Source: an optimization exercise on an open RTL-to-GDS flow (aim: small area and a short achievable clock period). Production flows keep margins and buffers that such runs may drop. RTL that was checked went through simulation tests only; none was proved equivalent to the original. Only the layout flow was run in run 2; the RTL was not checked for function there. No driver is modelled on the clock port, so clocking that relies on it looks cheaper here than on a real chip. Power figures rest on the tool's default switching activity, not on a simulated workload.

==> flow/design.v, too long to show whole: its modules and the start of the top module <==
// module neuron_mac: 730 lines
// module nm_fa: 4 lines
// module nm_x2: 3 lines
// module nm_ha: 4 lines
// module nm_add1: 3 lines
// module nm_add8c: 45 lines
module neuron_mac #(
    parameter int BITS       = 32,
    parameter int NUM_INPUTS = 3,
    parameter int W_BITS     = 16,
    parameter int B_BITS     = 32
) (
    input  logic                     clk,
    input  logic                     rst,
    input  logic                     start,
    input  logic                     in_valid,
    output logic                     in_ready,
    input  logic signed [BITS-1:0]   x_in,
    input  logic                     w_we,
    input  logic [7:0]               w_addr,
    input  logic signed [W_BITS-1:0] w_data,
    input  logic                     bias_we,
    input  logic signed [B_BITS-1:0] bias_data,
    output logic [BITS+24:0]         mult_sum_out,
    output logic [31:0]              counter,
    output logic                     out_valid
);
  // ...
==> flow/flow/run.sh <==
#!/bin/bash
# Own flow: the standard layout (standard.sh, with the standard synthesis unchanged), with
#  - every port still buffered by buffer_ports, with a plain buffer cell instead of the delay
#    buffer it picks by default;
#  - after CTS, flow/skew.tcl (POST_CTS_TCL hook) clocks the multiplier's launch registers from
#    buffers on the clock root, so their clock arrives earlier (skew for internal paths only).
# make's full output goes to make_finish.log; each ORFS step logs to orfs/logs/.
set -euo pipefail
MARGIN=7
TNS=10
BUFCELL=sky130_fd_sc_hd__buf_1
bash standard.sh SETUP_SLACK_MARGIN=$MARGIN TNS_END_PERCENT=$TNS \
  "BUFFER_PORTS_ARGS=-buffer_cell $BUFCELL" "POST_CTS_TCL=$PWD/flow/skew.tcl" \
  finish > make_finish.log 2>&1
==> flow/flow/skew.tcl <==
# POST_CTS hook: clock the registers that launch the multiplier stage (x_q and the Booth digit
# registers neg_q/one_q/two_q) from new clock buffers driven by the clock root buffer instead
# of the leaf buffers. Their clock then arrives earlier than the other registers' clocks.
# They launch only into the multiplier tree (internal register-to-register paths), so this
# skew helps those paths; the input paths into them lose the same amount.
set block [ord::get_db_block]
set db [ord::get_db]
set root [$block findInst clkbuf_0_clk]
if { $root == "NULL" } { error "skew.tcl: no clock root buffer clkbuf_0_clk" }
set rnet [[$root findITerm X] getNet]
set master [$db findMaster sky130_fd_sc_hd__clkbuf_16]
set sinks {}
foreach inst [$block getInsts] {
  if { [regexp {^(x_q|neg_q|one_q|two_q)\\?\[} [$inst getName]] || [regexp {^act_q} [$inst getName]] } {
    lappend sinks $inst
  }
}
puts "skew.tcl: [llength $sinks] early-clocked registers"
# split the sinks into four groups by quadrant (median x, then median y), one buffer each
proc median { vals } {
  set s [lsort -integer $vals]
  return [lindex $s [expr {[llength $s] / 2}]]
}
set xs {}
foreach s $sinks { lappend xs [lindex [$s getLocation] 0] }
set mx [median $xs]
set halves [list {} {}]
foreach s $sinks {
  set h [expr {[lindex [$s getLocation] 0] < $mx ? 0 : 1}]
  lset halves $h [concat [lindex $halves $h] [list $s]]
}
set groups {}
foreach half $halves {
  if { [llength $half] == 0 } { continue }
  set ys {}
  foreach s $half { lappend ys [lindex [$s getLocation] 1] }
  set my [median $ys]
  set lo {}; set hi {}
  foreach s $half {
    if { [lindex [$s getLocation] 1] < $my } { lappend lo $s } else { lappend hi $s }
  }
  lappend groups $lo $hi
}
set k 0
foreach grp $groups {
  if { [llength $grp] == 0 } { continue }
  set sx 0; set sy 0
  foreach s $grp { set loc [$s getLocation]; incr sx [lindex $loc 0]; incr sy [lindex $loc 1] }
  set cx [expr {$sx / [llength $grp]}]; set cy [expr {$sy / [llength $grp]}]
  set buf [odb::dbInst_create $block $master "clkbuf_early_$k"]
  set net [odb::dbNet_create $block "clk_early_$k"]
  $net setSigType CLOCK
  [$buf findITerm A] connect $rnet
  [$buf findITerm X] connect $net
  $buf setLocation $cx $cy
  $buf setPlacementStatus PLACED
  foreach s $grp {
    set it [$s findITerm CLK]
    $it disconnect
    $it connect $net
  }
  incr k
}
set_placement_padding -global -left $::env(CELL_PAD_IN_SITES_DETAIL_PLACEMENT) -right $::env(CELL_PAD_IN_SITES_DETAIL_PLACEMENT)
detailed_placement
check_placement -verbose
estimate_parasitics -placement
report_clock_skew
report_worst_slack -max
==> flow/standard.sh <==
#!/bin/bash
# synth_recipe.tcl (not shown) runs the flow's synth.tcl, then flattens the netlist and writes it again
# the make line also repeats each setting of config.mk as NAME=value (left out here)
make -C /OpenROAD-flow-scripts/flow DESIGN_CONFIG=/design/flow/config.mk WORK_HOME=/design/flow/orfs CLKGATE_MAP_FILE= SYNTH_SCRIPT=/design/flow/synth_recipe.tcl "${@:-finish}"
==> flow/config.mk <==
export PLATFORM = sky130hd
export DESIGN_NAME = neuron_mac
export DESIGN_NICKNAME = neuron_mac
export VERILOG_FILES = /design/flow/design.v
export SDC_FILE = /design/flow/constraint.sdc
export NUM_CORES = 4
export LEC_CHECK = 0
export CAP_MARGIN = 20
export CORE_MARGIN = 2
export CORE_UTILIZATION = 45
export CTS_CLUSTER_DIAMETER = 100
export CTS_CLUSTER_SIZE = 30
export SLEW_MARGIN = 20
export SYNTH_HIERARCHICAL = 1
==> flow/constraint.sdc <==
create_clock -name core_clock -period 11.0 [get_ports {clk}]
set_input_delay 2.2000 -clock core_clock [delete_from_list [all_inputs] [get_ports {clk}]]
set_output_delay 2.2000 -clock core_clock [all_outputs]
set_load 0.01 [all_outputs]
==> impl_metrics.csv, run 1 <==
group,metric,value,unit
finish,final_common_cell,"xnor2_1",
critical_path,regToRegStartpoint,"x_q[16]",
place,place.gp.congestion,0.8253,
floorplan,core,47550,um^2
finish,seq_area,5931,um^2
critical_path,path_class,"register to output port",
route,vias,14690,
grt,grt_antenna_before_repair,0,
cts,cts_tree,"done",
min_path,hold_depth,1,
timing,skew,0.2546,ns
floorplan,tap_cells,615,
finish,nets,2356,
finish,dominant_cells,"multi-input gates",
pwr,p_seq,1.46,mW
grt,grt-ovfl-total,0,
grt,use_met2,37.10,%
timing,rsz0062_at_grt,"yes",
critical_path,crit_family,"buffers and inverters",
yosys,yosysWarningCount,7,
timing,maxSlewHeadroom,36.15,%
route,highest_layer,"met4",
run_status,run_status,"finished clean",
finish,seq_share,25.51,%
pwr,seqPwrFrac,37.9,%
floorplan,std_cell_rows,80,
place,placed_cell_area,22270,um^2
pwr,internal_power,2.335,mW
yosys,syn_avg_cell_area,11.26,um^2
critical_path,crit_end,"mult_sum_out[27]",
place,place.detailed.hpwl,38030,um
floorplan,die_w,223.1,um
finish,design.seq.count,257,
place,place_ws,5.693,ns
timing,fin_crit,4.596,ns
finish,num_antenna_cells,2,
pwr,power,3.853,mW
floorplan,pin_count,185,
cts,clk_latency,0.60,ns
pwr,powerClk,0.670,mW
critical_path,worstRegToRegCells,14,
grt,met3_usage,4.623,%
==> module neuron_mac, before the edit <==
module neuron_mac #(
    parameter int BITS       = 32,
    parameter int NUM_INPUTS = 3,
    parameter int W_BITS     = 16,
    parameter int B_BITS     = 32
) (
    input  logic                     clk,
    input  logic                     rst,
    input  logic                     start,
    input  logic                     in_valid,
    output logic                     in_ready,
    input  logic signed [BITS-1:0]   x_in,
    input  logic                     w_we,
    input  logic [7:0]               w_addr,
    input  logic signed [W_BITS-1:0] w_data,
    input  logic                     bias_we,
    input  logic signed [B_BITS-1:0] bias_data,
    output logic [BITS+24:0]         mult_sum_out,
    output logic [31:0]              counter,
    output logic                     out_valid
);
    localparam int W = 49;
    localparam logic [1:0] IDLE = 2'd0, ACC = 2'd1, BIAS = 2'd2, DONE = 2'd3;
    logic [1:0]    state_q, state_d;
    logic [1:0]    cnt_q;
    logic [15:0]   w0_q, w1_q, w2_q;
    logic [31:0]   bias_q, bias_d;
    logic [W-1:0]  sum_q, init;
    logic [W-1:0]  acc_s;           
    logic [5:0]   acc_cb, cb_d, sum_cb;  
    logic [5:0]   ao_d, sum_ao;  
    logic [6:1]   cin;
    logic [W-1:0]  res;
    logic [W-1:0]  acc_d, tr_a, tr_b;
    logic [31:0]   x_q;
    logic [7:0]    neg_q, one_q, two_q;
    logic          act_q;
    logic          first_q;          
    logic [15:0]   wcur;
    logic [16:0]   wx;
    logic [7:0]    neg_d, one_d, two_d;
    logic          idle, go, take;
    logic [32:0]   pp0, pp1, pp2, pp3, pp4, pp5, pp6, pp7;
    assign idle      = state_q == IDLE;
    assign go        = idle & start;
    assign take      = (state_q == ACC) & in_valid;
    assign in_ready  = state_q == ACC;
    assign out_valid = state_q == DONE;
    assign counter   = {30'd0, cnt_q};
    always_comb begin
        state_d = state_q;
        case (state_q)
            IDLE:    if (start) state_d = ACC;
            ACC:     if (in_valid && cnt_q == 2'd2) state_d = BIAS;
            BIAS:    state_d = DONE;
            default: state_d = IDLE;
        endcase
    end
    always_ff @(posedge clk or posedge rst) begin
        if (rst) begin
            state_q <= IDLE;
            cnt_q   <= 2'd0;
        end else begin
            state_q <= state_d;
            if (go)        cnt_q <= 2'd0;
            else if (take) cnt_q <= cnt_q + 2'd1;
        end
    end
    assign bias_d = (idle && bias_we) ? bias_data : bias_q;
    always_ff @(posedge clk or posedge rst) begin
        if (rst) begin
            bias_q <= '0;
            w0_q   <= '0;
            w1_q   <= '0;
            w2_q   <= '0;
        end else begin
            bias_q <= bias_d;
            if (idle && w_we && w_addr == 8'd0) w0_q <= w_data;
            if (idle && w_we && w_addr == 8'd1) w1_q <= w_data;
            if (idle && w_we && w_addr == 8'd2) w2_q <= w_data;
        end
    end
    assign wcur = cnt_q == 2'd0 ? w0_q : cnt_q == 2'd1 ? w1_q : w2_q;
    assign wx   = {wcur, 1'b0};
    always_comb begin
        for (int i = 0; i < 8; i++) begin
            neg_d[i] = take & wx[2*i+2] & ~(wx[2*i+1] & wx[2*i]);
            one_d[i] = take & (wx[2*i+1] ^ wx[2*i]);
            two_d[i] = take & ((wx[2*i+2] & ~wx[2*i+1] & ~wx[2*i]) | (~wx[2*i+2] & wx[2*i+1] & wx[2*i]));
        end
    end
    always_ff @(posedge clk) begin
        x_q   <= x_in;
        neg_q <= neg_d;
        one_q <= one_d;
        two_q <= two_d;
        act_q <= take;
        first_q <= go;
    end
    assign pp0 = {~(((one_q[0] | two_q[0]) & x_q[31]) ^ neg_q[0]) & act_q,
                   (({32{one_q[0]}} & x_q) | ({32{two_q[0]}} & {x_q[30:0], 1'b0})) ^ {32{neg_q[0]}}};
    assign pp1 = {~(((one_q[1] | two_q[1]) & x_q[31]) ^ neg_q[1]) & act_q,
                   (({32{one_q[1]}} & x_q) | ({32{two_q[1]}} & {x_q[30:0], 1'b0})) ^ {32{neg_q[1]}}};
    assign pp2 = {~(((one_q[2] | two_q[2]) & x_q[31]) ^ neg_q[2]) & act_q,
                   (({32{one_q[2]}} & x_q) | ({32{two_q[2]}} & {x_q[30:0], 1'b0})) ^ {32{neg_q[2]}}};
    assign pp3 = {~(((one_q[3] | two_q[3]) & x_q[31]) ^ neg_q[3]) & act_q,
                   (({32{one_q[3]}} & x_q) | ({32{two_q[3]}} & {x_q[30:0], 1'b0})) ^ {32{neg_q[3]}}};
    assign pp4 = {~(((one_q[4] | two_q[4]) & x_q[31]) ^ neg_q[4]) & act_q,
                   (({32{one_q[4]}} & x_q) | ({32{two_q[4]}} & {x_q[30:0], 1'b0})) ^ {32{neg_q[4]}}};
    assign pp5 = {~(((one_q[5] | two_q[5]) & x_q[31]) ^ neg_q[5]) & act_q,
                   (({32{one_q[5]}} & x_q) | ({32{two_q[5]}} & {x_q[30:0], 1'b0})) ^ {32{neg_q[5]}}};
    assign pp6 = {~(((one_q[6] | two_q[6]) & x_q[31]) ^ neg_q[6]) & act_q,
                   (({32{one_q[6]}} & x_q) | ({32{two_q[6]}} & {x_q[30:0], 1'b0})) ^ {32{neg_q[6]}}};
    assign pp7 = {~(((one_q[7] | two_q[7]) & x_q[31]) ^ neg_q[7]) & act_q,
                   (({32{one_q[7]}} & x_q) | ({32{two_q[7]}} & {x_q[30:0], 1'b0})) ^ {32{neg_q[7]}}};
    wire hs0, hc0;
    nm_ha u_ha0 (.a(acc_s[14]), .b(neg_q[7]), .s(hs0), .co(hc0));
    wire hs1, hc1;
    nm_ha u_ha1 (.a(acc_s[15]), .b(pp0[15]), .s(hs1), .co(hc1));
    wire fs0, fc0;
    nm_fa u_fa0 (.a(acc_cb[1]), .b(acc_s[16]), .c(pp0[16]), .s(fs0), .co(fc0));
    wire hs2, hc2;
    nm_ha u_ha2 (.a(acc_s[17]), .b(pp0[17]), .s(hs2), .co(hc2));
    wire hs3, hc3;
    nm_ha u_ha3 (.a(acc_s[18]), .b(pp0[18]), .s(hs3), .co(hc3));
    wire hs4, hc4;
    nm_ha u_ha4 (.a(acc_s[19]), .b(pp0[19]), .s(hs4), .co(hc4));
    wire hs5, hc5;
    nm_ha u_ha5 (.a(acc_s[20]), .b(pp0[20]), .s(hs5), .co(hc5));
    wire hs6, hc6;
    nm_ha u_ha6 (.a(acc_s[21]), .b(pp0[21]), .s(hs6), .co(hc6));
    wire hs7, hc7;
    nm_ha u_ha7 (.a(acc_s[22]), .b(pp0[22]), .s(hs7), .co(hc7));
    wire hs8, hc8;
    nm_ha u_ha8 (.a(acc_s[23]), .b(pp0[23]), .s(hs8), .co(hc8));
    wire fs1, fc1;
    nm_fa u_fa1 (.a(acc_cb[2]), .b(acc_s[24]), .c(pp0[24]), .s(fs1), .co(fc1));
    wire hs9, hc9;
    nm_ha u_ha9 (.a(acc_s[25]), .b(pp0[25]), .s(hs9), .co(hc9));
    wire hs10, hc10;
    nm_ha u_ha10 (.a(acc_s[26]), .b(pp0[26]), .s(hs10), .co(hc10));
    wire hs11, hc11;
    nm_ha u_ha11 (.a(acc_s[27]), .b(pp0[27]), .s(hs11), .co(hc11));
    wire hs12, hc12;
    nm_ha u_ha12 (.a(acc_s[28]), .b(pp0[28]), .s(hs12), .co(hc12));
    wire hs13, hc13;
    nm_ha u_ha13 (.a(acc_s[29]), .b(pp0[29]), .s(hs13), .co(hc13));
    wire hs14, hc14;
    nm_ha u_ha14 (.a(acc_s[30]), .b(pp0[30]), .s(hs14), .co(hc14));
    wire hs15, hc15;
    nm_ha u_ha15 (.a(acc_s[31]), .b(pp0[31]), .s(hs15), .co(hc15));
    wire fs2, fc2;
    nm_fa u_fa2 (.a(acc_cb[3]), .b(acc_s[32]), .c(pp0[32]), .s(fs2), .co(fc2));
    wire fs3, fc3;
    nm_fa u_fa3 (.a(acc_cb[0]), .b(acc_s[8]), .c(neg_q[4]), .s(fs3), .co(fc3));
    wire hs16, hc16;
    nm_ha u_ha16 (.a(acc_s[9]), .b(pp0[9]), .s(hs16), .co(hc16));
    wire fs4, fc4;
    nm_fa u_fa4 (.a(acc_s[10]), .b(neg_q[5]), .c(pp0[10]), .s(fs4), .co(fc4));
    wire hs17, hc17;
    nm_ha u_ha17 (.a(pp1[8]), .b(pp2[6]), .s(hs17), .co(hc17));
    wire fs5, fc5;
    nm_fa u_fa5 (.a(acc_s[11]), .b(pp0[11]), .c(pp1[9]), .s(fs5), .co(fc5));
    wire hs18, hc18;
    nm_ha u_ha18 (.a(pp2[7]), .b(pp3[5]), .s(hs18), .co(hc18));
    wire fs6, fc6;
    nm_fa u_fa6 (.a(acc_s[12]), .b(neg_q[6]), .c(pp0[12]), .s(fs6), .co(fc6));
    wire fs7, fc7;
    nm_fa u_fa7 (.a(pp1[10]), .b(pp2[8]), .c(pp3[6]), .s(fs7), .co(fc7));
    wire hs19, hc19;
    nm_ha u_ha19 (.a(pp4[4]), .b(pp5[2]), .s(hs19), .co(hc19));
    wire fs8, fc8;
    nm_fa u_fa8 (.a(acc_s[13]), .b(pp0[13]), .c(pp1[11]), .s(fs8), .co(fc8));
    wire fs9, fc9;
    nm_fa u_fa9 (.a(pp2[9]), .b(pp3[7]), .c(pp4[5]), .s(fs9), .co(fc9));
    wire hs20, hc20;
    nm_ha u_ha20 (.a(pp5[3]), .b(pp6[1]), .s(hs20), .co(hc20));
    wire fs10, fc10;
    nm_fa u_fa10 (.a(hs0), .b(pp0[14]), .c(pp1[12]), .s(fs10), .co(fc10));
    wire fs11, fc11;
    nm_fa u_fa11 (.a(pp2[10]), .b(pp3[8]), .c(pp4[6]), .s(fs11), .co(fc11));
    wire fs12, fc12;
    nm_fa u_fa12 (.a(pp5[4]), .b(pp6[2]), .c(pp7[0]), .s(fs12), .co(fc12));
    wire fs13, fc13;
    nm_fa u_fa13 (.a(hc0), .b(pp1[13]), .c(pp2[11]), .s(fs13), .co(fc13));
    wire fs14, fc14;
    nm_fa u_fa14 (.a(pp3[9]), .b(pp4[7]), .c(pp5[5]), .s(fs14), .co(fc14));
    wire fs15, fc15;
    nm_fa u_fa15 (.a(pp6[3]), .b(pp7[1]), .c(hs1), .s(fs15), .co(fc15));
    wire fs16, fc16;
    nm_fa u_fa16 (.a(pp1[14]), .b(pp2[12]), .c(pp3[10]), .s(fs16), .co(fc16));
    wire fs17, fc17;
    nm_fa u_fa17 (.a(pp4[8]), .b(pp5[6]), .c(pp6[4]), .s(fs17), .co(fc17));
    wire fs18, fc18;
    nm_fa u_fa18 (.a(pp7[2]), .b(hc1), .c(fs0), .s(fs18), .co(fc18));
    wire fs19, fc19;
    nm_fa u_fa19 (.a(pp1[15]), .b(pp2[13]), .c(pp3[11]), .s(fs19), .co(fc19));
    wire fs20, fc20;
    nm_fa u_fa20 (.a(pp4[9]), .b(pp5[7]), .c(pp6[5]), .s(fs20), .co(fc20));
    wire fs21, fc21;
    nm_fa u_fa21 (.a(pp7[3]), .b(hs2), .c(fc0), .s(fs21), .co(fc21));
    wire fs22, fc22;
    nm_fa u_fa22 (.a(pp1[16]), .b(pp2[14]), .c(pp3[12]), .s(fs22), .co(fc22));
    wire fs23, fc23;
    nm_fa u_fa23 (.a(pp4[10]), .b(pp5[8]), .c(pp6[6]), .s(fs23), .co(fc23));
    wire fs24, fc24;
    nm_fa u_fa24 (.a(pp7[4]), .b(hc2), .c(hs3), .s(fs24), .co(fc24));
    wire fs25, fc25;
    nm_fa u_fa25 (.a(pp1[17]), .b(pp2[15]), .c(pp3[13]), .s(fs25), .co(fc25));
    wire fs26, fc26;
    nm_fa u_fa26 (.a(pp4[11]), .b(pp5[9]), .c(pp6[7]), .s(fs26), .co(fc26));
    wire fs27, fc27;
    nm_fa u_fa27 (.a(pp7[5]), .b(hc3), .c(hs4), .s(fs27), .co(fc27));
    wire fs28, fc28;
    nm_fa u_fa28 (.a(pp1[18]), .b(pp2[16]), .c(pp3[14]), .s(fs28), .co(fc28));
    wire fs29, fc29;
    nm_fa u_fa29 (.a(pp4[12]), .b(pp5[10]), .c(pp6[8]), .s(fs29), .co(fc29));
    wire fs30, fc30;
    nm_fa u_fa30 (.a(pp7[6]), .b(hc4), .c(hs5), .s(fs30), .co(fc30));
    wire fs31, fc31;
    nm_fa u_fa31 (.a(pp1[19]), .b(pp2[17]), .c(pp3[15]), .s(fs31), .co(fc31));
    wire fs32, fc32;
    nm_fa u_fa32 (.a(pp4[13]), .b(pp5[11]), .c(pp6[9]), .s(fs32), .co(fc32));
    wire fs33, fc33;
    nm_fa u_fa33 (.a(pp7[7]), .b(hc5), .c(hs6), .s(fs33), .co(fc33));
    wire fs34, fc34;
    nm_fa u_fa34 (.a(pp1[20]), .b(pp2[18]), .c(pp3[16]), .s(fs34), .co(fc34));
    wire fs35, fc35;
    nm_fa u_fa35 (.a(pp4[14]), .b(pp5[12]), .c(pp6[10]), .s(fs35), .co(fc35));
    wire fs36, fc36;
    nm_fa u_fa36 (.a(pp7[8]), .b(hc6), .c(hs7), .s(fs36), .co(fc36));
    wire fs37, fc37;
    nm_fa u_fa37 (.a(pp1[21]), .b(pp2[19]), .c(pp3[17]), .s(fs37), .co(fc37));
    wire fs38, fc38;
    nm_fa u_fa38 (.a(pp4[15]), .b(pp5[13]), .c(pp6[11]), .s(fs38), .co(fc38));
    wire fs39, fc39;
    nm_fa u_fa39 (.a(pp7[9]), .b(hc7), .c(hs8), .s(fs39), .co(fc39));
    wire fs40, fc40;
    nm_fa u_fa40 (.a(pp1[22]), .b(pp2[20]), .c(pp3[18]), .s(fs40), .co(fc40));
    wire fs41, fc41;
    nm_fa u_fa41 (.a(pp4[16]), .b(pp5[14]), .c(pp6[12]), .s(fs41), .co(fc41));
    wire fs42, fc42;
    nm_fa u_fa42 (.a(pp7[10]), .b(hc8), .c(fs1), .s(fs42), .co(fc42));
    wire fs43, fc43;
    nm_fa u_fa43 (.a(pp1[23]), .b(pp2[21]), .c(pp3[19]), .s(fs43), .co(fc43));
    wire fs44, fc44;
    nm_fa u_fa44 (.a(pp4[17]), .b(pp5[15]), .c(pp6[13]), .s(fs44), .co(fc44));
    wire fs45, fc45;
    nm_fa u_fa45 (.a(pp7[11]), .b(hs9), .c(fc1), .s(fs45), .co(fc45));
    wire fs46, fc46;
    nm_fa u_fa46 (.a(pp1[24]), .b(pp2[22]), .c(pp3[20]), .s(fs46), .co(fc46));
    wire fs47, fc47;
    nm_fa u_fa47 (.a(pp4[18]), .b(pp5[16]), .c(pp6[14]), .s(fs47), .co(fc47));
    wire fs48, fc48;
    nm_fa u_fa48 (.a(pp7[12]), .b(hc9), .c(hs10), .s(fs48), .co(fc48));
    wire fs49, fc49;
    nm_fa u_fa49 (.a(pp1[25]), .b(pp2[23]), .c(pp3[21]), .s(fs49), .co(fc49));
    wire fs50, fc50;
    nm_fa u_fa50 (.a(pp4[19]), .b(pp5[17]), .c(pp6[15]), .s(fs50), .co(fc50));
    wire fs51, fc51;
    nm_fa u_fa51 (.a(pp7[13]), .b(hc10), .c(hs11), .s(fs51), .co(fc51));
    wire fs52, fc52;
    nm_fa u_fa52 (.a(pp1[26]), .b(pp2[24]), .c(pp3[22]), .s(fs52), .co(fc52));
    wire fs53, fc53;
    nm_fa u_fa53 (.a(pp4[20]), .b(pp5[18]), .c(pp6[16]), .s(fs53), .co(fc53));
    wire fs54, fc54;
    nm_fa u_fa54 (.a(pp7[14]), .b(hc11), .c(hs12), .s(fs54), .co(fc54));
    wire fs55, fc55;
    nm_fa u_fa55 (.a(pp1[27]), .b(pp2[25]), .c(pp3[23]), .s(fs55), .co(fc55));
    wire fs56, fc56;
    nm_fa u_fa56 (.a(pp4[21]), .b(pp5[19]), .c(pp6[17]), .s(fs56), .co(fc56));
    wire fs57, fc57;
    nm_fa u_fa57 (.a(pp7[15]), .b(hc12), .c(hs13), .s(fs57), .co(fc57));
    wire fs58, fc58;
    nm_fa u_fa58 (.a(pp1[28]), .b(pp2[26]), .c(pp3[24]), .s(fs58), .co(fc58));
    wire fs59, fc59;
    nm_fa u_fa59 (.a(pp4[22]), .b(pp5[20]), .c(pp6[18]), .s(fs59), .co(fc59));
    wire fs60, fc60;
    nm_fa u_fa60 (.a(pp7[16]), .b(hc13), .c(hs14), .s(fs60), .co(fc60));
    wire fs61, fc61;
    nm_fa u_fa61 (.a(pp1[29]), .b(pp2[27]), .c(pp3[25]), .s(fs61), .co(fc61));
    wire fs62, fc62;
    nm_fa u_fa62 (.a(pp4[23]), .b(pp5[21]), .c(pp6[19]), .s(fs62), .co(fc62));
    wire fs63, fc63;
    nm_fa u_fa63 (.a(pp7[17]), .b(hc14), .c(hs15), .s(fs63), .co(fc63));
    wire fs64, fc64;
    nm_fa u_fa64 (.a(pp1[30]), .b(pp2[28]), .c(pp3[26]), .s(fs64), .co(fc64));
    wire fs65, fc65;
    nm_fa u_fa65 (.a(pp4[24]), .b(pp5[22]), .c(pp6[20]), .s(fs65), .co(fc65));
    wire fs66, fc66;
    nm_fa u_fa66 (.a(pp7[18]), .b(hc15), .c(fs2), .s(fs66), .co(fc66));
    wire fs67, fc67;
    nm_fa u_fa67 (.a(acc_s[33]), .b(pp1[31]), .c(pp2[29]), .s(fs67), .co(fc67));
    wire fs68, fc68;
    nm_fa u_fa68 (.a(pp3[27]), .b(pp4[25]), .c(pp5[23]), .s(fs68), .co(fc68));
    wire fs69, fc69;
    nm_fa u_fa69 (.a(pp6[21]), .b(pp7[19]), .c(fc2), .s(fs69), .co(fc69));
    wire fs70, fc70;
    nm_fa u_fa70 (.a(acc_s[34]), .b(pp1[32]), .c(pp2[30]), .s(fs70), .co(fc70));
    wire fs71, fc71;
    nm_fa u_fa71 (.a(pp3[28]), .b(pp4[26]), .c(pp5[24]), .s(fs71), .co(fc71));
    wire hs21, hc21;
    nm_ha u_ha21 (.a(pp6[22]), .b(pp7[20]), .s(hs21), .co(hc21));
    wire fs72, fc72;
    nm_fa u_fa72 (.a(acc_s[35]), .b(pp2[31]), .c(pp3[29]), .s(fs72), .co(fc72));
    wire fs73, fc73;
    nm_fa u_fa73 (.a(pp4[27]), .b(pp5[25]), .c(pp6[23]), .s(fs73), .co(fc73));
    wire fs74, fc74;
    nm_fa u_fa74 (.a(acc_s[36]), .b(pp2[32]), .c(pp3[30]), .s(fs74), .co(fc74));
    wire hs22, hc22;
    nm_ha u_ha22 (.a(pp4[28]), .b(pp5[26]), .s(hs22), .co(hc22));
    wire fs75, fc75;
    nm_fa u_fa75 (.a(acc_s[37]), .b(pp3[31]), .c(pp4[29]), .s(fs75), .co(fc75));
    wire hs23, hc23;
    nm_ha u_ha23 (.a(acc_s[38]), .b(pp3[32]), .s(hs23), .co(hc23));
    wire hs24, hc24;
    nm_ha u_ha24 (.a(acc_s[4]), .b(neg_q[2]), .s(hs24), .co(hc24));
    wire hs25, hc25;
    nm_ha u_ha25 (.a(acc_s[5]), .b(pp0[5]), .s(hs25), .co(hc25));
    wire fs76, fc76;
    nm_fa u_fa76 (.a(acc_s[6]), .b(neg_q[3]), .c(pp0[6]), .s(fs76), .co(fc76));
    wire hs26, hc26;
    nm_ha u_ha26 (.a(pp1[4]), .b(pp2[2]), .s(hs26), .co(hc26));
    wire fs77, fc77;
    nm_fa u_fa77 (.a(acc_s[7]), .b(pp0[7]), .c(pp1[5]), .s(fs77), .co(fc77));
    wire hs27, hc27;
    nm_ha u_ha27 (.a(pp2[3]), .b(pp3[1]), .s(hs27), .co(hc27));
    wire fs78, fc78;
    nm_fa u_fa78 (.a(fs3), .b(pp0[8]), .c(pp1[6]), .s(fs78), .co(fc78));
    wire fs79, fc79;
    nm_fa u_fa79 (.a(pp2[4]), .b(pp3[2]), .c(pp4[0]), .s(fs79), .co(fc79));
    wire fs80, fc80;
    nm_fa u_fa80 (.a(fc3), .b(pp1[7]), .c(pp2[5]), .s(fs80), .co(fc80));
    wire fs81, fc81;
    nm_fa u_fa81 (.a(pp3[3]), .b(pp4[1]), .c(hs16), .s(fs81), .co(fc81));
    wire fs82, fc82;
    nm_fa u_fa82 (.a(pp3[4]), .b(pp4[2]), .c(pp5[0]), .s(fs82), .co(fc82));
    wire fs83, fc83;
    nm_fa u_fa83 (.a(hc16), .b(hs17), .c(fs4), .s(fs83), .co(fc83));
    wire fs84, fc84;
    nm_fa u_fa84 (.a(pp4[3]), .b(pp5[1]), .c(hc17), .s(fs84), .co(fc84));
    wire fs85, fc85;
    nm_fa u_fa85 (.a(hs18), .b(fc4), .c(fs5), .s(fs85), .co(fc85));
    wire fs86, fc86;
    nm_fa u_fa86 (.a(pp6[0]), .b(hc18), .c(hs19), .s(fs86), .co(fc86));
    wire fs87, fc87;
    nm_fa u_fa87 (.a(fc5), .b(fs6), .c(fs7), .s(fs87), .co(fc87));
    wire fs88, fc88;
    nm_fa u_fa88 (.a(hc19), .b(hs20), .c(fc6), .s(fs88), .co(fc88));
    wire fs89, fc89;
    nm_fa u_fa89 (.a(fc7), .b(fs8), .c(fs9), .s(fs89), .co(fc89));
    wire fs90, fc90;
    nm_fa u_fa90 (.a(hc20), .b(fc8), .c(fc9), .s(fs90), .co(fc90));
    wire fs91, fc91;
    nm_fa u_fa91 (.a(fs10), .b(fs11), .c(fs12), .s(fs91), .co(fc91));
    wire fs92, fc92;
    nm_fa u_fa92 (.a(fc10), .b(fc11), .c(fc12), .s(fs92), .co(fc92));
    wire fs93, fc93;
    nm_fa u_fa93 (.a(fs13), .b(fs14), .c(fs15), .s(fs93), .co(fc93));
    wire fs94, fc94;
    nm_fa u_fa94 (.a(fc13), .b(fc14), .c(fs16), .s(fs94), .co(fc94));
    wire fs95, fc95;
    nm_fa u_fa95 (.a(fs17), .b(fc15), .c(fs18), .s(fs95), .co(fc95));
    wire fs96, fc96;
    nm_fa u_fa96 (.a(fc16), .b(fc17), .c(fs19), .s(fs96), .co(fc96));
    wire fs97, fc97;
    nm_fa u_fa97 (.a(fs20), .b(fc18), .c(fs21), .s(fs97), .co(fc97));
    wire fs98, fc98;
    nm_fa u_fa98 (.a(fc19), .b(fc20), .c(fs22), .s(fs98), .co(fc98));
    wire fs99, fc99;
    nm_fa u_fa99 (.a(fs23), .b(fs24), .c(fc21), .s(fs99), .co(fc99));
    wire fs100, fc100;
    nm_fa u_fa100 (.a(fc22), .b(fc23), .c(fs25), .s(fs100), .co(fc100));
    wire fs101, fc101;
    nm_fa u_fa101 (.a(fs26), .b(fc24), .c(fs27), .s(fs101), .co(fc101));
    wire fs102, fc102;
    nm_fa u_fa102 (.a(fc25), .b(fc26), .c(fs28), .s(fs102), .co(fc102));
    wire fs103, fc103;
    nm_fa u_fa103 (.a(fs29), .b(fc27), .c(fs30), .s(fs103), .co(fc103));
    wire fs104, fc104;
    nm_fa u_fa104 (.a(fc28), .b(fc29), .c(fs31), .s(fs104), .co(fc104));
    wire fs105, fc105;
    nm_fa u_fa105 (.a(fs32), .b(fc30), .c(fs33), .s(fs105), .co(fc105));
    wire fs106, fc106;
    nm_fa u_fa106 (.a(fc31), .b(fc32), .c(fs34), .s(fs106), .co(fc106));
    wire fs107, fc107;
    nm_fa u_fa107 (.a(fs35), .b(fc33), .c(fs36), .s(fs107), .co(fc107));
    wire fs108, fc108;
    nm_fa u_fa108 (.a(fc34), .b(fc35), .c(fs37), .s(fs108), .co(fc108));
    wire fs109, fc109;
    nm_fa u_fa109 (.a(fs38), .b(fc36), .c(fs39), .s(fs109), .co(fc109));
    wire fs110, fc110;
    nm_fa u_fa110 (.a(fc37), .b(fc38), .c(fs40), .s(fs110), .co(fc110));
    wire fs111, fc111;
    nm_fa u_fa111 (.a(fs41), .b(fc39), .c(fs42), .s(fs111), .co(fc111));
    wire fs112, fc112;
    nm_fa u_fa112 (.a(fc40), .b(fc41), .c(fs43), .s(fs112), .co(fc112));
    wire fs113, fc113;
    nm_fa u_fa113 (.a(fs44), .b(fc42), .c(fs45), .s(fs113), .co(fc113));
    wire fs114, fc114;
    nm_fa u_fa114 (.a(fc43), .b(fc44), .c(fs46), .s(fs114), .co(fc114));
    wire fs115, fc115;
    nm_fa u_fa115 (.a(fs47), .b(fs48), .c(fc45), .s(fs115), .co(fc115));
    wire fs116, fc116;
    nm_fa u_fa116 (.a(fc46), .b(fc47), .c(fs49), .s(fs116), .co(fc116));
    wire fs117, fc117;
    nm_fa u_fa117 (.a(fs50), .b(fc48), .c(fs51), .s(fs117), .co(fc117));
    wire fs118, fc118;
    nm_fa u_fa118 (.a(fc49), .b(fc50), .c(fs52), .s(fs118), .co(fc118));
    wire fs119, fc119;
    nm_fa u_fa119 (.a(fs53), .b(fc51), .c(fs54), .s(fs119), .co(fc119));
    wire fs120, fc120;
    nm_fa u_fa120 (.a(fc52), .b(fc53), .c(fs55), .s(fs120), .co(fc120));
    wire fs121, fc121;
    nm_fa u_fa121 (.a(fs56), .b(fc54), .c(fs57), .s(fs121), .co(fc121));
    wire fs122, fc122;
    nm_fa u_fa122 (.a(fc55), .b(fc56), .c(fs58), .s(fs122), .co(fc122));
    wire fs123, fc123;
    nm_fa u_fa123 (.a(fs59), .b(fc57), .c(fs60), .s(fs123), .co(fc123));
    wire fs124, fc124;
    nm_fa u_fa124 (.a(fc58), .b(fc59), .c(fs61), .s(fs124), .co(fc124));
    wire fs125, fc125;
    nm_fa u_fa125 (.a(fs62), .b(fc60), .c(fs63), .s(fs125), .co(fc125));
    wire fs126, fc126;
    nm_fa u_fa126 (.a(fc61), .b(fc62), .c(fs64), .s(fs126), .co(fc126));
    wire fs127, fc127;
    nm_fa u_fa127 (.a(fs65), .b(fc63), .c(fs66), .s(fs127), .co(fc127));
    wire fs128, fc128;
    nm_fa u_fa128 (.a(fc64), .b(fc65), .c(fs67), .s(fs128), .co(fc128));
    wire fs129, fc129;
    nm_fa u_fa129 (.a(fs68), .b(fc66), .c(fs69), .s(fs129), .co(fc129));
    wire fs130, fc130;
    nm_fa u_fa130 (.a(hs21), .b(fc67), .c(fc68), .s(fs130), .co(fc130));
    wire fs131, fc131;
    nm_fa u_fa131 (.a(fs70), .b(fs71), .c(fc69), .s(fs131), .co(fc131));
    wire fs132, fc132;
    nm_fa u_fa132 (.a(pp7[21]), .b(hc21), .c(fc70), .s(fs132), .co(fc132));
    wire fs133, fc133;
    nm_fa u_fa133 (.a(fc71), .b(fs72), .c(fs73), .s(fs133), .co(fc133));
    wire fs134, fc134;
    nm_fa u_fa134 (.a(pp6[24]), .b(pp7[22]), .c(hs22), .s(fs134), .co(fc134));
    wire fs135, fc135;
    nm_fa u_fa135 (.a(fc72), .b(fc73), .c(fs74), .s(fs135), .co(fc135));
    wire fs136, fc136;
    nm_fa u_fa136 (.a(pp5[27]), .b(pp6[25]), .c(pp7[23]), .s(fs136), .co(fc136));
    wire fs137, fc137;
    nm_fa u_fa137 (.a(hc22), .b(fc74), .c(fs75), .s(fs137), .co(fc137));
    wire fs138, fc138;
    nm_fa u_fa138 (.a(pp4[30]), .b(pp5[28]), .c(pp6[26]), .s(fs138), .co(fc138));
    wire fs139, fc139;
    nm_fa u_fa139 (.a(pp7[24]), .b(hs23), .c(fc75), .s(fs139), .co(fc139));
    wire fs140, fc140;
    nm_fa u_fa140 (.a(acc_s[39]), .b(pp4[31]), .c(pp5[29]), .s(fs140), .co(fc140));
    wire fs141, fc141;
    nm_fa u_fa141 (.a(pp6[27]), .b(pp7[25]), .c(hc23), .s(fs141), .co(fc141));
    wire fs142, fc142;
    nm_fa u_fa142 (.a(acc_cb[4]), .b(acc_s[40]), .c(pp4[32]), .s(fs142), .co(fc142));
    wire fs143, fc143;
    nm_fa u_fa143 (.a(pp5[30]), .b(pp6[28]), .c(pp7[26]), .s(fs143), .co(fc143));
    wire fs144, fc144;
    nm_fa u_fa144 (.a(acc_s[41]), .b(pp5[31]), .c(pp6[29]), .s(fs144), .co(fc144));
    wire hs28, hc28;
    nm_ha u_ha28 (.a(acc_s[42]), .b(pp5[32]), .s(hs28), .co(hc28));
    wire hs29, hc29;
    nm_ha u_ha29 (.a(acc_s[2]), .b(neg_q[1]), .s(hs29), .co(hc29));
    wire hs30, hc30;
    nm_ha u_ha30 (.a(acc_s[3]), .b(pp0[3]), .s(hs30), .co(hc30));
    wire fs145, fc145;
    nm_fa u_fa145 (.a(hs24), .b(pp0[4]), .c(pp1[2]), .s(fs145), .co(fc145));
    wire fs146, fc146;
    nm_fa u_fa146 (.a(hc24), .b(pp1[3]), .c(pp2[1]), .s(fs146), .co(fc146));
    wire fs147, fc147;
    nm_fa u_fa147 (.a(pp3[0]), .b(hc25), .c(hs26), .s(fs147), .co(fc147));
    wire fs148, fc148;
    nm_fa u_fa148 (.a(hc26), .b(hs27), .c(fc76), .s(fs148), .co(fc148));
    wire fs149, fc149;
    nm_fa u_fa149 (.a(hc27), .b(fc77), .c(fs78), .s(fs149), .co(fc149));
    wire fs150, fc150;
    nm_fa u_fa150 (.a(fc78), .b(fc79), .c(fs80), .s(fs150), .co(fc150));
    wire fs151, fc151;
    nm_fa u_fa151 (.a(fc80), .b(fs82), .c(fc81), .s(fs151), .co(fc151));
    wire fs152, fc152;
    nm_fa u_fa152 (.a(fc82), .b(fs84), .c(fc83), .s(fs152), .co(fc152));
    wire fs153, fc153;
    nm_fa u_fa153 (.a(fc84), .b(fs86), .c(fc85), .s(fs153), .co(fc153));
    wire fs154, fc154;
    nm_fa u_fa154 (.a(fc86), .b(fc87), .c(fs88), .s(fs154), .co(fc154));
    wire fs155, fc155;
    nm_fa u_fa155 (.a(fc88), .b(fc89), .c(fs90), .s(fs155), .co(fc155));
    wire fs156, fc156;
    nm_fa u_fa156 (.a(fc90), .b(fc91), .c(fs92), .s(fs156), .co(fc156));
    wire fs157, fc157;
    nm_fa u_fa157 (.a(fc92), .b(fs94), .c(fc93), .s(fs157), .co(fc157));
    wire fs158, fc158;
    nm_fa u_fa158 (.a(fc94), .b(fs96), .c(fc95), .s(fs158), .co(fc158));
    wire fs159, fc159;
    nm_fa u_fa159 (.a(fc96), .b(fs98), .c(fs99), .s(fs159), .co(fc159));
    wire fs160, fc160;
    nm_fa u_fa160 (.a(fc98), .b(fs100), .c(fc99), .s(fs160), .co(fc160));
    wire fs161, fc161;
    nm_fa u_fa161 (.a(fc100), .b(fs102), .c(fc101), .s(fs161), .co(fc161));
    wire fs162, fc162;
    nm_fa u_fa162 (.a(fc102), .b(fs104), .c(fc103), .s(fs162), .co(fc162));
    wire fs163, fc163;
    nm_fa u_fa163 (.a(fc104), .b(fs106), .c(fc105), .s(fs163), .co(fc163));
    wire fs164, fc164;
    nm_fa u_fa164 (.a(fc106), .b(fs108), .c(fc107), .s(fs164), .co(fc164));
    wire fs165, fc165;
    nm_fa u_fa165 (.a(fc108), .b(fs110), .c(fc109), .s(fs165), .co(fc165));
    wire fs166, fc166;
    nm_fa u_fa166 (.a(fc110), .b(fs112), .c(fc111), .s(fs166), .co(fc166));
    wire fs167, fc167;
    nm_fa u_fa167 (.a(fc112), .b(fs114), .c(fs115), .s(fs167), .co(fc167));
    wire fs168, fc168;
    nm_fa u_fa168 (.a(fc114), .b(fs116), .c(fc115), .s(fs168), .co(fc168));
    wire fs169, fc169;
    nm_fa u_fa169 (.a(fc116), .b(fs118), .c(fc117), .s(fs169), .co(fc169));
    wire fs170, fc170;
    nm_fa u_fa170 (.a(fc118), .b(fs120), .c(fc119), .s(fs170), .co(fc170));
    wire fs171, fc171;
    nm_fa u_fa171 (.a(fc120), .b(fs122), .c(fc121), .s(fs171), .co(fc171));
    wire fs172, fc172;
    nm_fa u_fa172 (.a(fc122), .b(fs124), .c(fc123), .s(fs172), .co(fc172));
    wire fs173, fc173;
    nm_fa u_fa173 (.a(fc124), .b(fs126), .c(fc125), .s(fs173), .co(fc173));
    wire fs174, fc174;
    nm_fa u_fa174 (.a(fc126), .b(fs128), .c(fc127), .s(fs174), .co(fc174));
    wire fs175, fc175;
    nm_fa u_fa175 (.a(fc128), .b(fs130), .c(fs131), .s(fs175), .co(fc175));
    wire fs176, fc176;
    nm_fa u_fa176 (.a(fc130), .b(fs132), .c(fs133), .s(fs176), .co(fc176));
    wire fs177, fc177;
    nm_fa u_fa177 (.a(fs134), .b(fc132), .c(fc133), .s(fs177), .co(fc177));
    wire fs178, fc178;
    nm_fa u_fa178 (.a(fs136), .b(fc134), .c(fc135), .s(fs178), .co(fc178));
    wire fs179, fc179;
    nm_fa u_fa179 (.a(fc136), .b(fs138), .c(fc137), .s(fs179), .co(fc179));
    wire fs180, fc180;
    nm_fa u_fa180 (.a(fc138), .b(fs140), .c(fs141), .s(fs180), .co(fc180));
    wire fs181, fc181;
    nm_fa u_fa181 (.a(fc140), .b(fs142), .c(fs143), .s(fs181), .co(fc181));
    wire fs182, fc182;
    nm_fa u_fa182 (.a(pp7[27]), .b(fc142), .c(fc143), .s(fs182), .co(fc182));
    wire fs183, fc183;
    nm_fa u_fa183 (.a(pp6[30]), .b(pp7[28]), .c(hs28), .s(fs183), .co(fc183));
    wire fs184, fc184;
    nm_fa u_fa184 (.a(acc_s[43]), .b(pp6[31]), .c(pp7[29]), .s(fs184), .co(fc184));
    wire hs31, hc31;
    nm_ha u_ha31 (.a(acc_s[44]), .b(pp6[32]), .s(hs31), .co(hc31));
    wire hs32, hc32;
    nm_ha u_ha32 (.a(acc_s[0]), .b(neg_q[0]), .s(hs32), .co(hc32));
    wire hs33, hc33;
    nm_ha u_ha33 (.a(acc_s[1]), .b(pp0[1]), .s(hs33), .co(hc33));
    wire fs185, fc185;
    nm_fa u_fa185 (.a(hs29), .b(pp0[2]), .c(pp1[0]), .s(fs185), .co(fc185));
    wire fs186, fc186;
    nm_fa u_fa186 (.a(hc29), .b(pp1[1]), .c(hs30), .s(fs186), .co(fc186));
    wire fs187, fc187;
    nm_fa u_fa187 (.a(pp2[0]), .b(hc30), .c(fs145), .s(fs187), .co(fc187));
    wire fs188, fc188;
    nm_fa u_fa188 (.a(hs25), .b(fc145), .c(fs146), .s(fs188), .co(fc188));
    wire fs189, fc189;
    nm_fa u_fa189 (.a(fc146), .b(fs76), .c(fs147), .s(fs189), .co(fc189));
    wire fs190, fc190;
    nm_fa u_fa190 (.a(fs77), .b(fc147), .c(fs148), .s(fs190), .co(fc190));
    wire fs191, fc191;
    nm_fa u_fa191 (.a(fs79), .b(fc148), .c(fs149), .s(fs191), .co(fc191));
    wire fs192, fc192;
    nm_fa u_fa192 (.a(fs81), .b(fc149), .c(fs150), .s(fs192), .co(fc192));
    wire fs193, fc193;
    nm_fa u_fa193 (.a(fc150), .b(fs83), .c(fs151), .s(fs193), .co(fc193));
    wire fs194, fc194;
    nm_fa u_fa194 (.a(fs85), .b(fc151), .c(fs152), .s(fs194), .co(fc194));
    wire fs195, fc195;
    nm_fa u_fa195 (.a(fs87), .b(fc152), .c(fs153), .s(fs195), .co(fc195));
    wire fs196, fc196;
    nm_fa u_fa196 (.a(fs89), .b(fc153), .c(fs154), .s(fs196), .co(fc196));
    wire fs197, fc197;
    nm_fa u_fa197 (.a(fs91), .b(fc154), .c(fs155), .s(fs197), .co(fc197));
    wire fs198, fc198;
    nm_fa u_fa198 (.a(fs93), .b(fc155), .c(fs156), .s(fs198), .co(fc198));
    wire fs199, fc199;
    nm_fa u_fa199 (.a(fc156), .b(fs95), .c(fs157), .s(fs199), .co(fc199));
    wire fs200, fc200;
    nm_fa u_fa200 (.a(fs97), .b(fc157), .c(fs158), .s(fs200), .co(fc200));
    wire fs201, fc201;
    nm_fa u_fa201 (.a(fc97), .b(fs159), .c(fc158), .s(fs201), .co(fc201));
    wire fs202, fc202;
    nm_fa u_fa202 (.a(fs101), .b(fc159), .c(fs160), .s(fs202), .co(fc202));
    wire fs203, fc203;
    nm_fa u_fa203 (.a(fs103), .b(fc160), .c(fs161), .s(fs203), .co(fc203));
    wire fs204, fc204;
    nm_fa u_fa204 (.a(fs105), .b(fc161), .c(fs162), .s(fs204), .co(fc204));
    wire fs205, fc205;
    nm_fa u_fa205 (.a(fs107), .b(fc162), .c(fs163), .s(fs205), .co(fc205));
    wire fs206, fc206;
    nm_fa u_fa206 (.a(fs109), .b(fc163), .c(fs164), .s(fs206), .co(fc206));
    wire fs207, fc207;
    nm_fa u_fa207 (.a(fs111), .b(fc164), .c(fs165), .s(fs207), .co(fc207));
    wire fs208, fc208;
    nm_fa u_fa208 (.a(fs113), .b(fc165), .c(fs166), .s(fs208), .co(fc208));
    wire fs209, fc209;
    nm_fa u_fa209 (.a(fc113), .b(fs167), .c(fc166), .s(fs209), .co(fc209));
    wire fs210, fc210;
    nm_fa u_fa210 (.a(fs117), .b(fc167), .c(fs168), .s(fs210), .co(fc210));
    wire fs211, fc211;
    nm_fa u_fa211 (.a(fs119), .b(fc168), .c(fs169), .s(fs211), .co(fc211));
    wire fs212, fc212;
    nm_fa u_fa212 (.a(fs121), .b(fc169), .c(fs170), .s(fs212), .co(fc212));
    wire fs213, fc213;
    nm_fa u_fa213 (.a(fs123), .b(fc170), .c(fs171), .s(fs213), .co(fc213));
    wire fs214, fc214;
    nm_fa u_fa214 (.a(fs125), .b(fc171), .c(fs172), .s(fs214), .co(fc214));
    wire fs215, fc215;
    nm_fa u_fa215 (.a(fs127), .b(fc172), .c(fs173), .s(fs215), .co(fc215));
    wire fs216, fc216;
    nm_fa u_fa216 (.a(fs129), .b(fc173), .c(fs174), .s(fs216), .co(fc216));
    wire fs217, fc217;
    nm_fa u_fa217 (.a(fc129), .b(fs175), .c(fc174), .s(fs217), .co(fc217));
    wire fs218, fc218;
    nm_fa u_fa218 (.a(fc131), .b(fs176), .c(fc175), .s(fs218), .co(fc218));
    wire fs219, fc219;
    nm_fa u_fa219 (.a(fs135), .b(fs177), .c(fc176), .s(fs219), .co(fc219));
    wire fs220, fc220;
    nm_fa u_fa220 (.a(fs137), .b(fc177), .c(fs178), .s(fs220), .co(fc220));
    wire fs221, fc221;
    nm_fa u_fa221 (.a(fs139), .b(fc178), .c(fs179), .s(fs221), .co(fc221));
    wire fs222, fc222;
    nm_fa u_fa222 (.a(fc139), .b(fs180), .c(fc179), .s(fs222), .co(fc222));
    wire fs223, fc223;
    nm_fa u_fa223 (.a(fc141), .b(fs181), .c(fc180), .s(fs223), .co(fc223));
    wire fs224, fc224;
    nm_fa u_fa224 (.a(fs144), .b(fc181), .c(fs182), .s(fs224), .co(fc224));
    wire fs225, fc225;
    nm_fa u_fa225 (.a(fc144), .b(fs183), .c(fc182), .s(fs225), .co(fc225));
    wire fs226, fc226;
    nm_fa u_fa226 (.a(hc28), .b(fs184), .c(fc183), .s(fs226), .co(fc226));
    wire fs227, fc227;
    nm_fa u_fa227 (.a(pp7[30]), .b(hs31), .c(fc184), .s(fs227), .co(fc227));
    wire fs228, fc228;
    nm_fa u_fa228 (.a(acc_s[45]), .b(pp7[31]), .c(hc31), .s(fs228), .co(fc228));
    wire hs34, hc34;
    nm_ha u_ha34 (.a(acc_s[46]), .b(pp7[32]), .s(hs34), .co(hc34));
    assign tr_a = {acc_cb[5], acc_s[47], hs34, fs228, fs227, fs226, fs225, fs224, fs223, fc221, fc220, fc219, fs219, fs218, fc216, fc215, fc214, fc213, fc212, fc211, fc210, fs210, fc208, fc207, fc206, fc205, fc204, fc203, fc202, fs202, fc200, fc199, fc198, fc197, fc196, fc195, fc194, fc193, fc192, fc191, fc190, fc189, fc188, fc187, fc186, fc185, hc33, hc32, hs32};
    assign tr_b = {acc_s[48], hc34, fc228, fc227, fc226, fc225, fc224, fc223, fc222, fs222, fs221, fs220, fc218, fc217, fs217, fs216, fs215, fs214, fs213, fs212, fs211, fc209, fs209, fs208, fs207, fs206, fs205, fs204, fs203, fc201, fs201, fs200, fs199, fs198, fs197, fs196, fs195, fs194, fs193, fs192, fs191, fs190, fs189, fs188, fs187, fs186, fs185, hs33, pp0[0]};
    assign init = {1'b1, 1'b0, 1'b0, 1'b0, 1'b0, 1'b0, 1'b0, 1'b0, 1'b0, 1'b0, 1'b0, 1'b0, 1'b0, 1'b0, 1'b0, 1'b0, ~bias_q[31], bias_q};
    always_ff @(posedge clk) begin
        if (first_q) begin
            acc_s  <= init;
            acc_cb <= '0;
        end else begin
            acc_s  <= acc_d;
            acc_cb <= cb_d;
        end
    end
    nm_add8c u_add0 (.a(tr_a[7:0]), .b(tr_b[7:0]), .s(acc_d[7:0]), .co(cb_d[0]), .ao(ao_d[0]));
    nm_add8c u_add1 (.a(tr_a[15:8]), .b(tr_b[15:8]), .s(acc_d[15:8]), .co(cb_d[1]), .ao(ao_d[1]));
    nm_add8c u_add2 (.a(tr_a[23:16]), .b(tr_b[23:16]), .s(acc_d[23:16]), .co(cb_d[2]), .ao(ao_d[2]));
    nm_add8c u_add3 (.a(tr_a[31:24]), .b(tr_b[31:24]), .s(acc_d[31:24]), .co(cb_d[3]), .ao(ao_d[3]));
    nm_add8c u_add4 (.a(tr_a[39:32]), .b(tr_b[39:32]), .s(acc_d[39:32]), .co(cb_d[4]), .ao(ao_d[4]));
    nm_add8c u_add5 (.a(tr_a[47:40]), .b(tr_b[47:40]), .s(acc_d[47:40]), .co(cb_d[5]), .ao(ao_d[5]));
    nm_add1 u_add6 (.a(tr_a[48:48]), .b(tr_b[48:48]), .s(acc_d[48:48]));
    always_ff @(posedge clk or posedge rst) begin
        if (rst) begin
            sum_q  <= '0;
            sum_cb <= '0;
            sum_ao <= '0;
        end else if (state_q == BIAS) begin
            sum_q  <= acc_d;
            sum_cb <= cb_d;
            sum_ao <= ao_d;
        end
    end
    assign cin[1] = (sum_cb[0]);
    assign cin[2] = (sum_cb[0] & sum_ao[1]) | (sum_cb[1]);
    assign cin[3] = (sum_cb[0] & sum_ao[1] & sum_ao[2]) | (sum_cb[1] & sum_ao[2]) | (sum_cb[2]);
    assign cin[4] = (sum_cb[0] & sum_ao[1] & sum_ao[2] & sum_ao[3]) | (sum_cb[1] & sum_ao[2] & sum_ao[3]) | (sum_cb[2] & sum_ao[3]) | (sum_cb[3]);
    assign cin[5] = (sum_cb[0] & sum_ao[1] & sum_ao[2] & sum_ao[3] & sum_ao[4]) | (sum_cb[1] & sum_ao[2] & sum_ao[3] & sum_ao[4]) | (sum_cb[2] & sum_ao[3] & sum_ao[4]) | (sum_cb[3] & sum_ao[4]) | (sum_cb[4]);
    assign cin[6] = (sum_cb[0] & sum_ao[1] & sum_ao[2] & sum_ao[3] & sum_ao[4] & sum_ao[5]) | (sum_cb[1] & sum_ao[2] & sum_ao[3] & sum_ao[4] & sum_ao[5]) | (sum_cb[2] & sum_ao[3] & sum_ao[4] & sum_ao[5]) | (sum_cb[3] & sum_ao[4] & sum_ao[5]) | (sum_cb[4] & sum_ao[5]) | (sum_cb[5]);
    assign res[0] = sum_q[0];
    assign res[1] = sum_q[1];
    assign res[2] = sum_q[2];
    assign res[3] = sum_q[3];
    assign res[4] = sum_q[4];
    assign res[5] = sum_q[5];
    assign res[6] = sum_q[6];
    assign res[7] = sum_q[7];
    nm_x2 u_r8 (.a(sum_q[8]), .b(cin[1]), .y(res[8]));
    nm_x2 u_r9 (.a(sum_q[9]), .b(cin[1] & (&sum_q[8:8])), .y(res[9]));
    nm_x2 u_r10 (.a(sum_q[10]), .b(cin[1] & (&sum_q[9:8])), .y(res[10]));
    nm_x2 u_r11 (.a(sum_q[11]), .b(cin[1] & (&sum_q[10:8])), .y(res[11]));
    nm_x2 u_r12 (.a(sum_q[12]), .b(cin[1] & (&sum_q[11:8])), .y(res[12]));
    nm_x2 u_r13 (.a(sum_q[13]), .b(cin[1] & (&sum_q[12:8])), .y(res[13]));
    nm_x2 u_r14 (.a(sum_q[14]), .b(cin[1] & (&sum_q[13:8])), .y(res[14]));
    nm_x2 u_r15 (.a(sum_q[15]), .b(cin[1] & (&sum_q[14:8])), .y(res[15]));
    nm_x2 u_r16 (.a(sum_q[16]), .b(cin[2]), .y(res[16]));
    nm_x2 u_r17 (.a(sum_q[17]), .b(cin[2] & (&sum_q[16:16])), .y(res[17]));
    nm_x2 u_r18 (.a(sum_q[18]), .b(cin[2] & (&sum_q[17:16])), .y(res[18]));
    nm_x2 u_r19 (.a(sum_q[19]), .b(cin[2] & (&sum_q[18:16])), .y(res[19]));
    nm_x2 u_r20 (.a(sum_q[20]), .b(cin[2] & (&sum_q[19:16])), .y(res[20]));
    nm_x2 u_r21 (.a(sum_q[21]), .b(cin[2] & (&sum_q[20:16])), .y(res[21]));
    nm_x2 u_r22 (.a(sum_q[22]), .b(cin[2] & (&sum_q[21:16])), .y(res[22]));
    nm_x2 u_r23 (.a(sum_q[23]), .b(cin[2] & (&sum_q[22:16])), .y(res[23]));
    nm_x2 u_r24 (.a(sum_q[24]), .b(cin[3]), .y(res[24]));
    nm_x2 u_r25 (.a(sum_q[25]), .b(cin[3] & (&sum_q[24:24])), .y(res[25]));
    nm_x2 u_r26 (.a(sum_q[26]), .b(cin[3] & (&sum_q[25:24])), .y(res[26]));
    nm_x2 u_r27 (.a(sum_q[27]), .b(cin[3] & (&sum_q[26:24])), .y(res[27]));
    nm_x2 u_r28 (.a(sum_q[28]), .b(cin[3] & (&sum_q[27:24])), .y(res[28]));
    nm_x2 u_r29 (.a(sum_q[29]), .b(cin[3] & (&sum_q[28:24])), .y(res[29]));
    nm_x2 u_r30 (.a(sum_q[30]), .b(cin[3] & (&sum_q[29:24])), .y(res[30]));
    nm_x2 u_r31 (.a(sum_q[31]), .b(cin[3] & (&sum_q[30:24])), .y(res[31]));
    nm_x2 u_r32 (.a(sum_q[32]), .b(cin[4]), .y(res[32]));
    nm_x2 u_r33 (.a(sum_q[33]), .b(cin[4] & (&sum_q[32:32])), .y(res[33]));
    nm_x2 u_r34 (.a(sum_q[34]), .b(cin[4] & (&sum_q[33:32])), .y(res[34]));
    nm_x2 u_r35 (.a(sum_q[35]), .b(cin[4] & (&sum_q[34:32])), .y(res[35]));
    nm_x2 u_r36 (.a(sum_q[36]), .b(cin[4] & (&sum_q[35:32])), .y(res[36]));
    nm_x2 u_r37 (.a(sum_q[37]), .b(cin[4] & (&sum_q[36:32])), .y(res[37]));
    nm_x2 u_r38 (.a(sum_q[38]), .b(cin[4] & (&sum_q[37:32])), .y(res[38]));
    nm_x2 u_r39 (.a(sum_q[39]), .b(cin[4] & (&sum_q[38:32])), .y(res[39]));
    nm_x2 u_r40 (.a(sum_q[40]), .b(cin[5]), .y(res[40]));
    nm_x2 u_r41 (.a(sum_q[41]), .b(cin[5] & (&sum_q[40:40])), .y(res[41]));
    nm_x2 u_r42 (.a(sum_q[42]), .b(cin[5] & (&sum_q[41:40])), .y(res[42]));
    nm_x2 u_r43 (.a(sum_q[43]), .b(cin[5] & (&sum_q[42:40])), .y(res[43]));
    nm_x2 u_r44 (.a(sum_q[44]), .b(cin[5] & (&sum_q[43:40])), .y(res[44]));
    nm_x2 u_r45 (.a(sum_q[45]), .b(cin[5] & (&sum_q[44:40])), .y(res[45]));
    nm_x2 u_r46 (.a(sum_q[46]), .b(cin[5] & (&sum_q[45:40])), .y(res[46]));
    nm_x2 u_r47 (.a(sum_q[47]), .b(cin[5] & (&sum_q[46:40])), .y(res[47]));
    nm_x2 u_r48 (.a(sum_q[48]), .b(cin[6]), .y(res[48]));
    assign mult_sum_out = {{(57-W){res[W-1]}}, res};
endmodule
==> run 2, diff against run 1 <==
--- a/flow/design.v
+++ b/flow/design.v
@@ -67,4 +67,9 @@
         end
     end
+    logic       wsel_ok;
+    logic [2:0] wen_lo, wen_hi;
+    assign wsel_ok = idle & w_we & ~|w_addr[7:2];
+    nm_wdec u_wdec_lo (.ok(wsel_ok), .a(w_addr[1:0]), .en(wen_lo));
+    nm_wdec u_wdec_hi (.ok(wsel_ok), .a(w_addr[1:0]), .en(wen_hi));
     assign bias_d = (idle && bias_we) ? bias_data : bias_q;
     always_ff @(posedge clk or posedge rst) begin
@@ -76,7 +81,14 @@
         end else begin
             bias_q <= bias_d;
-            if (idle && w_we && w_addr == 8'd0) w0_q <= w_data;
-            if (idle && w_we && w_addr == 8'd1) w1_q <= w_data;
-            if (idle && w_we && w_addr == 8'd2) w2_q <= w_data;
+            for (int i = 0; i < 8; i++) begin
+                if (wen_lo[0]) w0_q[i] <= w_data[i];
+                if (wen_lo[1]) w1_q[i] <= w_data[i];
+                if (wen_lo[2]) w2_q[i] <= w_data[i];
+            end
+            for (int i = 8; i < 16; i++) begin
+                if (wen_hi[0]) w0_q[i] <= w_data[i];
+                if (wen_hi[1]) w1_q[i] <= w_data[i];
+                if (wen_hi[2]) w2_q[i] <= w_data[i];
+            end
         end
     end
@@ -788,2 +800,7 @@
     assign ao = &p0;    
 endmodule
+module nm_wdec (input logic ok, input logic [1:0] a, output logic [2:0] en);
+    assign en[0] = ok & (a == 2'd0);
+    assign en[1] = ok & (a == 2'd1);
+    assign en[2] = ok & (a == 2'd2);
+endmodule
--- a/flow/flow/skew.tcl
+++ b/flow/flow/skew.tcl
@@ -1,7 +1,8 @@
-# POST_CTS hook: clock the registers that launch the multiplier stage (x_q and the Booth digit
-# registers neg_q/one_q/two_q) from new clock buffers driven by the clock root buffer instead
-# of the leaf buffers. Their clock then arrives earlier than the other registers' clocks.
-# They launch only into the multiplier tree (internal register-to-register paths), so this
-# skew helps those paths; the input paths into them lose the same amount.
+# POST_CTS hook: clock the registers that launch the multiplier stage (x_q, the Booth digit
+# registers neg_q/one_q/two_q or their copies u_dig_*, act_q and first_q) from new clock
+# buffers driven by the clock root buffer instead of the leaf buffers. Their clock then
+# arrives earlier than the other registers' clocks. They launch only into the multiplier tree
+# and the accumulator's start select (internal register-to-register paths), so this skew
+# helps those paths; the input paths into them lose the same amount.
 set block [ord::get_db_block]
 set db [ord::get_db]
@@ -12,6 +13,7 @@
 set sinks {}
 foreach inst [$block getInsts] {
-  if { [regexp {^(x_q|neg_q|one_q|two_q)\\?\[} [$inst getName]] || [regexp {^act_q} [$inst getName]] } {
-    lappend sinks $inst
+  set name [$inst getName]
+  if { [regexp {^(x_q|neg_q|one_q|two_q)\\?\[} $name] || [regexp {^(act_q|first_q|u_dig_)} $name] } {
+    if { [$inst findITerm CLK] != "NULL" } { lappend sinks $inst }
   }
 }
==> impl_metrics.csv, run 2 <==
group,metric,value,unit
floorplan,dieArea,49910,um^2
place,place_ws,6.009,ns
critical_path,path_class,"register to output port",
pwr,power,4.070,mW
critical_path,cp_slowest_cell,"dfrtp_1",
cts,cts_tree,"done",
finish,postLayoutCoreUtil,49.02,%
critical_path,startpoint_type,"register",
grt,grt_max_degree,64,
critical_path,cp.arrival,2.45,ns
critical_path,critical-path-max-stage-delay,0.38,ns
timing,setup_viol_count_final,0,
yosys,syn_avg_cell_area,11.25,um^2
yosys,netlist_instances,1926,
place,dp_cells,2515,
floorplan,die_w,223.4,um
min_path,hold_end,"acc_s[32]",
grt,grt-ovfl-total,0,
cts,clock-sinks,257,
finish,final_common_cell,"xnor2_1",
timing,maxSlewHeadroom,35.09,%
min_path,hold_depth,1,
min_path,worstHoldPathType,"register to register",
min_path,hold_start,"bias_q[31]",
pwr,p_per_area,174.2,nW/um^2
floorplan,pin_count,185,
route,vias,14740,
yosys,netlist_area,21660,um^2
critical_path,setup.worst_path.end_class,"output port",
run_status,run_status,"finished clean",
finish,drive_above_1_share,18.91,%
route,drtIter0Drc,1159,
route,wire_per_inst,22.46,um
critical_path,worstPathCellList,"a21o_4 > a21oi_4 > buf_12 > buf_4 > o21a_4 > buf_4 > nor3b_1 > xor2_1 > buf_1",
route,dr.pass1.iters,6,
grt,grt_pass1_vias,15720,
critical_path,worstRegToRegCells,13,
timing,fmax,215.3,MHz
critical_path,reg2reg_to,"sum_q[23]",
timing,worst_pin_slew,0.9736,ns
route,drc,0,
floorplan,std_cell_rows,80,
pwr,p_leak,10.27,nW
finish,top_regs,"acc_s: 49 flops, sum_q: 49 flops",
critical_path,r2r_setup_slack,6.51,ns
critical_path,cp_max_fo,6,
finish,final_cells,2567,
critical_path,crit_top_cell,"buf_4",
grt,grt_use_total,23.58,%
place,place.gp.congestion,0.8898,
route,viasPerCell,5.743,
floorplan,start_util,45.46,%
flow_run,drv_cap,0,
grt,grt_pass1_wl,90490,um
floorplan,die_h,223.4,um
timing,setup_ws,6.355,ns
timing,period_share,42.23,%
floorplan,core,47650,um^2
place,portBuffers,154,
timing,fin_setup_tns,0,ns
timing,hold_viol_final,0,
cts,clk_latency,0.60,ns
timing,rsz0062_at_grt,"yes",
critical_path,regToRegStartpoint,"x_q[20]",
yosys,yosysWarningCount,7,
timing,maxSlewViolCount,0,
finish,layout_common_cells,"255 x xnor2_1, 246 x a22oi_1, 227 x fa_1",
finish,nets,2362,
finish,area_growth,7.827,%
timing,fin_crit,4.645,ns
route,drtAntennaViolNets,0,
route,wl,57650,um
critical_path,required,8.80,ns
cts,clk_pin_slew,0.10,ns
timing,skew,0.2585,ns
place,place.detailed.hpwl,39010,um
pwr,peakVddDrop,0.0001028,V
grt,grt_antenna_before_repair,1,
run 2: worst max-delay path by stage:
stage	cells past startpoint	endpoint	startpoint
after floorplan	16	sum_q[22]	one_q[0]
after global placement	12	sum_q[30]	neg_q[1]
after detailed placement	14	acc_s[21]	neg_q[0]
after global routing	9	mult_sum_out[45]	sum_cb[0]
final	9	mult_sum_out[45]	sum_cb[0]
run 2: where the power goes:
group | internal [mW] | switching [mW] | total, mW
clock network | 0.336 | 0.408 | 0.744
registers | 1.22 | 0.263 | 1.48
logic | 0.884 | 0.962 | 1.85
total | 2.44 | 1.63 | 4.07
run 2: cell type report, clock buffers not listed:
type | count | area (um^2)
inverters | 49 | 193.9
diodes | 1 | 2.502
plain buffers | 4 | 100.1
multi-input cells | 1419 | 14800
clock inverters | 11 | 131.4
well taps | 615 | 769.5
fillers | 4305 | 24290
repair buffers | 196 | 1033
flip-flops and latches | 257 | 5948
run 2: routing by layer:
metal  share of wire [%]  track usage, %
met5                   0               0
met4                 3.9           9.656
met3                 6.3           4.004
met2                  48           39.14
met1                  42           30.66
run 2: critical path: cells and delay by family, from the launching register on:
| family | cells | cell delay (ns) |
|---|---|---|
| buf+inv | 4 | 0.60 |
| compound gates | 3 | 0.43 |
| flops | 1 | 0.38 |
| simple gates | 1 | 0.26 |
| xor+xnor | 1 | 0.19 |
run 2: metrics by stage:
stage               hold WS (ns)  area [um^2]
floorplan                 0.4419        21880
global placement          0.4855        22240
detailed placement        0.4845        22240
global route              0.5195        23360
finish                    0.5031        23360

## what the ideal ports hide
The flow's constraints put no driver on any port. The routed layouts listed below were extracted and timed again, unchanged, in two steps. Step 1, drivers: a clkbuf_16 drives clk and a buf_2 each remaining input, both assumed. Step 2, shift: input delay + t, output delay - t, t = (earliest + latest rising clock arrival at the registers) / 2. This alone moves slack from input paths to output paths. Three values: no drivers, after step 1, after step 2; two values: the first two.
run	shift t [ns]	setup slack, ns	worst setup path after step 2	latest minus earliest clock arrival (ns)	worst data-port slew with drivers (ns)
run 1	0.526	6.404 / 6.347 / 6.526	register to register	0.255 / 0.255	0.07
run 2	0.530	6.355 / 6.299 / 6.481	input to register	0.259 / 0.259	0.07
After both steps setup and hold are still met in every run listed.
